Background: an optimization exercise with open tools, aiming at small area, a short achievable clock period and few clock cycles per item. Do not read the settings as production practice.

## old
==> flow/design.v <==
module intra4x4_pred_engine #(
    parameter int PIX_W    = 8,
    parameter int BLK_COLS = 64,
    parameter int BLK_ROWS = 64,
    parameter int ADDR_W   = 14
) (
    input  logic                     clk,
    input  logic                     rst_n,
    input  logic                     start,
    input  logic [1:0]               mode_cfg,
    output logic                     fetch_req,
    output logic [ADDR_W-1:0]        fetch_addr,
    input  logic                     fetch_valid,
    input  logic [4*PIX_W-1:0]       fetch_data,
    output logic                     res_valid,
    input  logic                     res_ready,
    output logic [16*(PIX_W+1)-1:0]  res_data,
    output logic [1:0]               res_mode,
    output logic [PIX_W+3:0]         res_sad,
    output logic                     busy,
    output logic                     frame_done
);
    localparam int RES_W = PIX_W + 1;
    localparam int SAD_W = PIX_W + 4;
    localparam int ROW_W = 4 * PIX_W;
    localparam int COL_W = $clog2(BLK_COLS);
    localparam int BR_W  = $clog2(BLK_ROWS);
    localparam int CNT_W = BR_W + COL_W + 2;           
    localparam int NROWS = BLK_ROWS * BLK_COLS * 4;    
    localparam int RING  = BLK_COLS * 4;               
    localparam int LAG_W = $clog2(RING);
    localparam int WTAP  = 8;                          
    logic               running;        
    logic               idle;           
    logic               nreq;           
    logic               nvalid;         
    logic [1:0]         mode_q;
    logic [CNT_W-1:0]   fcnt;           
    logic               flast;          
    logic               fdone;          
    logic [CNT_W:0]     ecnt;           
    logic [LAG_W-1:0]   lag;            
    logic               lagz;           
    logic               lastres;        
    logic [ROW_W-1:0]   fifo [3];
    logic [1:0]         wptr, rptr;
    logic [2:0]         fcount, fcount_n;   
    logic               fnz;            
    logic               to_x;           
    logic               from_f;         
    logic               xfer, ev, pop, hs;
    logic [1:0]         er;             
    logic               e_flush;        
    logic               e_flush_ok;     
    logic               e_res;          
    assign xfer       = !nreq && fetch_valid;
    assign hs         = !nvalid && res_ready;
    assign er         = ecnt[1:0];
    assign e_flush    = ecnt[CNT_W];
    assign e_flush_ok = (ecnt[CNT_W-1:2] == '0) && (er != 2'd3);
    assign e_res      = (er == 2'd2) && (ecnt[CNT_W:2] != '0);
    assign ev         = !idle && lagz && (e_flush ? e_flush_ok : fnz) && !(e_res && !nvalid);
    assign pop        = ev && !e_flush;
    assign to_x       = (fcount == 3'd0) || (pop && fcount == 3'd1);
    assign from_f     = pop && (fcount >= 3'd2);
    logic [2:0]         fc_x, fc_nx;    
    logic               fr_x, fr_nx;    
    assign fc_x       = fcount + 3'd1 - 3'(pop);
    assign fc_nx      = fcount - 3'(pop);
    assign fcount_n   = xfer ? fc_x : fc_nx;
    assign fr_x       = !(fdone || flast) && (fc_x != 3'd4);
    assign fr_nx      = !fdone && (fc_nx != 3'd4);
    assign fetch_addr = {fcnt[CNT_W-1 -: BR_W], fcnt[1:0], fcnt[2 +: COL_W]};
    assign busy       = running;
    always_ff @(posedge clk or negedge rst_n) begin
        if (!rst_n) begin
            running    <= 1'b0;
            idle       <= 1'b1;
            nreq       <= 1'b1;
            nvalid     <= 1'b1;
            fetch_req  <= 1'b0;
            res_valid  <= 1'b0;
            frame_done <= 1'b0;
        end else begin
            frame_done <= hs && lastres;
            if (idle) begin
                if (start) begin
                    running   <= 1'b1;
                    idle      <= 1'b0;
                    nreq      <= 1'b0;
                    fetch_req <= 1'b1;
                end
            end else begin
                if (nreq) begin
                    fetch_req <= fr_nx;
                    nreq      <= !fr_nx;
                end else begin
                    fetch_req <= fetch_valid ? fr_x : 1'b1;
                    nreq      <= fetch_valid ? !fr_x : 1'b0;
                end
                if (ev && e_res) begin
                    res_valid <= 1'b1;
                    nvalid    <= 1'b0;
                end else if (hs) begin
                    res_valid <= 1'b0;
                    nvalid    <= 1'b1;
                    if (lastres) begin
                        running <= 1'b0;
                        idle    <= 1'b1;
                    end
                end
            end
        end
    end
    always_ff @(posedge clk) begin
        if (idle) begin
            mode_q    <= mode_cfg;
            fcnt      <= '0;
            flast     <= 1'b0;
            fdone     <= 1'b0;
            ecnt      <= '0;
            lag       <= '0;
            lagz      <= 1'b1;
            lastres   <= 1'b0;
            wptr      <= '0;
            rptr      <= '0;
            fcount    <= '0;
            fnz       <= 1'b0;
        end else begin
            if (xfer) begin
                fcnt     <= fcnt + CNT_W'(1);
                flast    <= (fcnt == CNT_W'(NROWS - 2));
                if (!to_x) wptr <= (wptr == 2'd2) ? 2'd0 : wptr + 2'd1;
                if (flast) fdone <= 1'b1;
            end
            fcount <= fcount_n;
            fnz    <= xfer ? (fc_x != 3'd0) : (fc_nx != 3'd0);
            if (from_f) rptr <= (rptr == 2'd2) ? 2'd0 : rptr + 2'd1;
            if (ev) ecnt <= ecnt_n;
            if (ev || ecnt == '0) begin
                lag  <= '0;
                lagz <= 1'b1;
            end else begin
                lag  <= lag + LAG_W'(1);
                lagz <= (lag == LAG_W'(RING - 1));
            end
            if (ev && e_res && e_flush) lastres <= 1'b1;
        end
    end
    logic [ROW_W-1:0]   x_row;
    always_ff @(posedge clk) begin
        if (!nreq) fifo[wptr] <= fetch_data;
        if (pop || fcount == 3'd0)
            x_row <= from_f ? fifo[rptr] : fetch_data;
    end
    logic [ROW_W-1:0]   chain [6];      
    logic [PIX_W-1:0]   lcol  [4];      
    logic [PIX_W-1:0]   dcr, dcr2;
    logic [PIX_W+1:0]   psum;
    logic [SAD_W-1:0]   acc [3];        
    logic [PIX_W-1:0]   mg  [3][4];     
    logic               sg  [3][4];     
    logic [1:0]         sel_q;
    logic [SAD_W-1:0]   sad_q;
    logic [PIX_W-1:0]   ring [RING];
    logic               ring_we;
    logic [PIX_W-1:0]   t_q [4];        
    logic [PIX_W+1:0]   sum_t_q;        
    logic [1:0]         er_n;
    assign ring_we = ev && e_res;
    assign er_n    = er + 2'(ev);
    always_ff @(posedge clk) begin
        for (int k = 0; k < RING; k++) begin
            if (k >= WTAP && k < WTAP + 4 && ring_we)
                ring[k] <= chain[2][(k - WTAP)*PIX_W +: PIX_W];
            else
                ring[k] <= ring[(k + RING - 1) % RING];
        end
        for (int c = 0; c < 4; c++) begin
            case (er_n)
                2'd0:    t_q[c] <= ring[c];
                2'd1:    t_q[c] <= ring[c + 1];
                2'd2:    t_q[c] <= ring[c + 2];
                default: t_q[c] <= ring[c + 3];
            endcase
        end
        sum_t_q <= (PIX_W+2)'(ring[RING - 1]) + (PIX_W+2)'(ring[0])
                 + (PIX_W+2)'(ring[1]) + (PIX_W+2)'(ring[2]);
    end
    always_ff @(posedge clk) begin
        if (ev) begin
            chain[0] <= x_row;
            for (int k = 1; k < 6; k++) chain[k] <= chain[k - 1];
            lcol[0] <= chain[5][ROW_W-1 -: PIX_W];
            for (int k = 1; k < 4; k++) lcol[k] <= lcol[k - 1];
        end
    end
    function automatic logic [PIX_W:0] rsub(input logic [PIX_W-1:0] a,
                                            input logic [PIX_W-1:0] b);
        logic cy;
        cy = 1'b1;
        for (int i = 0; i < PIX_W; i++) begin
            rsub[i] = a[i] ^ ~b[i] ^ cy;
            cy      = (a[i] & ~b[i]) | (cy & (a[i] ^ ~b[i]));
        end
        rsub[PIX_W] = ~cy;
    endfunction
    function automatic logic [PIX_W-1:0] mag(input logic [PIX_W:0] d);
        mag = d[PIX_W-1:0] ^ {PIX_W{d[PIX_W]}};
    endfunction
    logic [PIX_W-1:0]   pred_sad [3][4];
    logic [PIX_W:0]     dd [3][4];
    always_comb begin
        for (int c = 0; c < 4; c++) begin
            pred_sad[0][c] = dcr;
            pred_sad[1][c] = chain[3][ROW_W-1 -: PIX_W];    
            pred_sad[2][c] = t_q[c];
            for (int m = 0; m < 3; m++)
                dd[m][c] = rsub(x_row[c*PIX_W +: PIX_W], pred_sad[m][c]);
        end
    end
    logic               p_v, p_row0, p_row3, p_tav, p_lav;
    logic               a_v, a_tav, a_lav;
    always_ff @(posedge clk) begin
        p_v    <= pop;
        p_row0 <= (er == 2'd0);
        p_row3 <= (er == 2'd3);
        p_tav  <= (ecnt[2 + COL_W +: BR_W] != '0);
        p_lav  <= (ecnt[2 +: COL_W] != '0);
        for (int m = 0; m < 3; m++) begin
            for (int c = 0; c < 4; c++) begin
                mg[m][c] <= mag(dd[m][c]);
                sg[m][c] <= dd[m][c][PIX_W];
            end
        end
        a_v   <= p_v && p_row3;
        a_tav <= p_tav;
        a_lav <= p_lav;
        if (p_v) begin
            for (int m = 0; m < 3; m++) begin
                acc[m] <= (p_row0 ? SAD_W'(0) : acc[m])
                        + SAD_W'(mg[m][0]) + SAD_W'(mg[m][1])
                        + SAD_W'(mg[m][2]) + SAD_W'(mg[m][3])
                        + SAD_W'(sg[m][0]) + SAD_W'(sg[m][1])
                        + SAD_W'(sg[m][2]) + SAD_W'(sg[m][3]);
            end
        end
    end
    logic [COL_W-1:0]   e_bc;
    logic [BR_W-1:0]    e_br;
    logic               n_tav, n_lav;   
    logic [CNT_W:0]     ecnt_n;
    logic [SAD_W-1:0]   dc_sum, dc_tmp;
    assign ecnt_n = ecnt + (CNT_W+1)'(1);
    assign e_bc   = ecnt_n[2 +: COL_W];
    assign e_br   = ecnt_n[2 + COL_W +: BR_W];
    always_ff @(posedge clk) begin
        if (idle) begin
            n_lav <= 1'b1;
            n_tav <= 1'b0;
        end else if (ev) begin
            n_lav <= (e_bc != COL_W'(BLK_COLS - 1));
            n_tav <= (e_br != '0) || (e_bc == COL_W'(BLK_COLS - 1));
        end
    end
    always_comb begin
        dc_sum = SAD_W'(psum) + SAD_W'(x_row[ROW_W-1 -: PIX_W]);
        if (n_tav && n_lav)  dc_tmp = (SAD_W'(sum_t_q) + dc_sum + SAD_W'(4)) >> 3;
        else if (n_tav)      dc_tmp = (SAD_W'(sum_t_q) + SAD_W'(2)) >> 2;
        else if (n_lav)      dc_tmp = (dc_sum + SAD_W'(2)) >> 2;
        else                 dc_tmp = SAD_W'(1) << (PIX_W - 1);
    end
    always_ff @(posedge clk) begin
        if (idle) begin
            dcr  <= 8'd128;                                  
        end else if (ev && er == 2'd3) begin
            dcr  <= dc_tmp[PIX_W-1:0];
            dcr2 <= dcr;
        end
        if (ev && er == 2'd2)
            psum <= (PIX_W+2)'(x_row[ROW_W-1 -: PIX_W])
                  + (PIX_W+2)'(chain[0][ROW_W-1 -: PIX_W])
                  + (PIX_W+2)'(chain[1][ROW_W-1 -: PIX_W]);
    end
    logic [1:0]         sel;
    logic [SAD_W-1:0]   sad_sel;
    logic               v_lt_dc, h_lt_dc, h_lt_v, pick_v, pick_h;
    always_comb begin
        v_lt_dc = acc[2] < acc[0];
        h_lt_dc = acc[1] < acc[0];
        h_lt_v  = acc[1] < acc[2];
        pick_v  = a_tav && v_lt_dc;
        pick_h  = a_lav && (pick_v ? h_lt_v : h_lt_dc);
        sel = 2'b00;
        case (mode_q)
            2'b01: if (a_lav) sel = 2'b01;
            2'b10: if (a_tav) sel = 2'b10;
            2'b11: sel = pick_h ? 2'b01 : (pick_v ? 2'b10 : 2'b00);
            default: sel = 2'b00;
        endcase
        case (sel)
            2'b01:   sad_sel = acc[1];
            2'b10:   sad_sel = acc[2];
            default: sad_sel = acc[0];
        endcase
    end
    always_ff @(posedge clk) begin
        if (a_v) begin
            sel_q <= sel;
            sad_q <= sad_sel;
        end
    end
    logic [PIX_W-1:0]   pred;
    logic [16*RES_W-1:0] res_sel;
    always_comb begin
        res_sel = '0;
        for (int r = 0; r < 4; r++) begin
            for (int c = 0; c < 4; c++) begin
                case (sel_q)
                    2'b01:   pred = lcol[3 - r];
                    2'b10:   pred = ring[WTAP - 1 + c];
                    default: pred = dcr2;
                endcase
                res_sel[(4*r + c)*RES_W +: RES_W] =
                    rsub(chain[5 - r][c*PIX_W +: PIX_W], pred);
            end
        end
    end
    always_ff @(posedge clk) begin
        if (ev && e_res) begin
            res_data <= res_sel;
            res_mode <= sel_q;
            res_sad  <= sad_q;
        end
    end
endmodule
Settings: LEC_CHECK=0, CAP_MARGIN=20, CORE_MARGIN=2, CORE_UTILIZATION=40, SLEW_MARGIN=20; clock period 20.0 ns.
standard.sh (not shown) runs the stock make flow with config.mk's settings and CLKGATE_MAP_FILE= SYNTH_SCRIPT=/design/flow/synth_recipe.tcl, a recipe that flattens the netlist after the stock synthesis.
==> flow/flow/run.sh <==
#!/bin/bash
# Standard ORFS layout with a larger setup repair margin, no CTS dummy loads, larger sink clusters.
bash standard.sh SETUP_SLACK_MARGIN=14.6 "CTS_ARGS=-sink_clustering_enable -repair_clock_nets -dont_use_dummy_load -sink_clustering_size 30 -sink_clustering_max_diameter 80" finish > standard.log 2>&1
For new, these inputs were changed with respect to old:
--- a/flow/design.v
+++ b/flow/design.v
@@ -33,24 +33,23 @@
     logic               running;        
     logic               idle;           
     logic               nreq;           
     logic               nvalid;         
     logic [1:0]         mode_q;
     logic [CNT_W-1:0]   fcnt;           
+    logic [CNT_W-1:0]   fcnt_inc;       
     logic               flast;          
     logic               fdone;          
     logic [CNT_W:0]     ecnt;           
     logic [LAG_W-1:0]   lag;            
     logic               lagz;           
     logic               lastres;        
-    logic [ROW_W-1:0]   fifo [3];
-    logic [1:0]         wptr, rptr;
-    logic [2:0]         fcount, fcount_n;   
+    logic [ROW_W-1:0]   fifo [4];
+    logic [1:0]         wptr, rptr, rptr_n;
+    logic [2:0]         fcount, fcount_n;
     logic               fnz;            
-    logic               to_x;           
-    logic               from_f;         
     logic               xfer, ev, pop, hs;
     logic [1:0]         er;             
     logic               e_flush;        
     logic               e_flush_ok;     
     logic               e_res;          
     assign xfer       = !nreq && fetch_valid;
@@ -58,14 +57,13 @@
     assign er         = ecnt[1:0];
     assign e_flush    = ecnt[CNT_W];
     assign e_flush_ok = (ecnt[CNT_W-1:2] == '0) && (er != 2'd3);
     assign e_res      = (er == 2'd2) && (ecnt[CNT_W:2] != '0);
     assign ev         = !idle && lagz && (e_flush ? e_flush_ok : fnz) && !(e_res && !nvalid);
     assign pop        = ev && !e_flush;
-    assign to_x       = (fcount == 3'd0) || (pop && fcount == 3'd1);
-    assign from_f     = pop && (fcount >= 3'd2);
+    assign rptr_n     = rptr + 2'(pop);
     logic [2:0]         fc_x, fc_nx;    
     logic               fr_x, fr_nx;    
     assign fc_x       = fcount + 3'd1 - 3'(pop);
     assign fc_nx      = fcount - 3'(pop);
     assign fcount_n   = xfer ? fc_x : fc_nx;
     assign fr_x       = !(fdone || flast) && (fc_x != 3'd4);
@@ -113,32 +111,34 @@
         end
     end
     always_ff @(posedge clk) begin
         if (idle) begin
             mode_q    <= mode_cfg;
             fcnt      <= '0;
+            fcnt_inc  <= CNT_W'(1);
             flast     <= 1'b0;
             fdone     <= 1'b0;
             ecnt      <= '0;
             lag       <= '0;
             lagz      <= 1'b1;
             lastres   <= 1'b0;
             wptr      <= '0;
             rptr      <= '0;
             fcount    <= '0;
             fnz       <= 1'b0;
         end else begin
             if (xfer) begin
-                fcnt     <= fcnt + CNT_W'(1);
-                flast    <= (fcnt == CNT_W'(NROWS - 2));
-                if (!to_x) wptr <= (wptr == 2'd2) ? 2'd0 : wptr + 2'd1;
+                fcnt     <= fcnt_inc;
+                fcnt_inc <= fcnt_inc + CNT_W'(1);
+                flast    <= (fcnt_inc == CNT_W'(NROWS - 1));
+                wptr     <= wptr + 2'd1;
                 if (flast) fdone <= 1'b1;
             end
             fcount <= fcount_n;
             fnz    <= xfer ? (fc_x != 3'd0) : (fc_nx != 3'd0);
-            if (from_f) rptr <= (rptr == 2'd2) ? 2'd0 : rptr + 2'd1;
+            rptr   <= rptr_n;
             if (ev) ecnt <= ecnt_n;
             if (ev || ecnt == '0) begin
                 lag  <= '0;
                 lagz <= 1'b1;
             end else begin
                 lag  <= lag + LAG_W'(1);
@@ -147,14 +147,13 @@
             if (ev && e_res && e_flush) lastres <= 1'b1;
         end
     end
     logic [ROW_W-1:0]   x_row;
     always_ff @(posedge clk) begin
         if (!nreq) fifo[wptr] <= fetch_data;
-        if (pop || fcount == 3'd0)
-            x_row <= from_f ? fifo[rptr] : fetch_data;
+        x_row <= (fcount == 3'(pop)) ? fetch_data : fifo[rptr_n];
     end
     logic [ROW_W-1:0]   chain [6];      
     logic [PIX_W-1:0]   lcol  [4];      
     logic [PIX_W-1:0]   dcr, dcr2;
     logic [PIX_W+1:0]   psum;
     logic [SAD_W-1:0]   acc [3];        
## What came out
old → new: count of cells resized by post-cts repair shows an increase of 13; final area shows an increase of about 1.4%; pin slew with the least headroom to its limit shows a reduction of 51 ps; post-layout instance count excluding filler cells shows a reduction of 28.
Comparing old with new, the synthesis-to-finish area growth came out essentially unchanged.
Measured against each other, new and old differ in global-route usage, the lower figure coming from old.
old → new: number of buffers inserted by post-CTS setup repair saw a decrease; register area share after synthesis saw little to no change; clock period minus worst slack saw a decrease; sequential share of cell area saw little to no change; routed wire length saw an increase.
Compared with old, new shows a maximum frequency that is about 0.5% higher.
No functional check of the RTL was part of any run of this note.

==> separate check: timing with driven ports <==
In the flow no input, the clock included, has a driving cell. The finished layouts below were timed again as built, in two steps. Step 1, drivers: a clkbuf_16 drives clk and a buf_2 each remaining input, both assumed. Step 2 times the ports against the registers' clock, not the clock port: input delays grow and output delays shrink by t, the midpoint of the rising clock arrivals with the driver on. a / b / c = no drivers / after step 1 / after step 2; a / b = the first two.
run	shift t [ns]	setup slack, ns	clock arrival spread, ns	worst slew at a driven data input, ns	cell pins on the clock port's net
old	0.826	14.593 / 14.523 / 13.991	0.097 / 0.097	0.08	1
new	0.825	14.621 / 14.545 / 13.988	0.110 / 0.110	0.14	1
After both steps setup and hold are still met in every run listed. The setup slack of new, which loses most, moves by -0.076 ns with the drivers and by -0.633 ns with both steps.
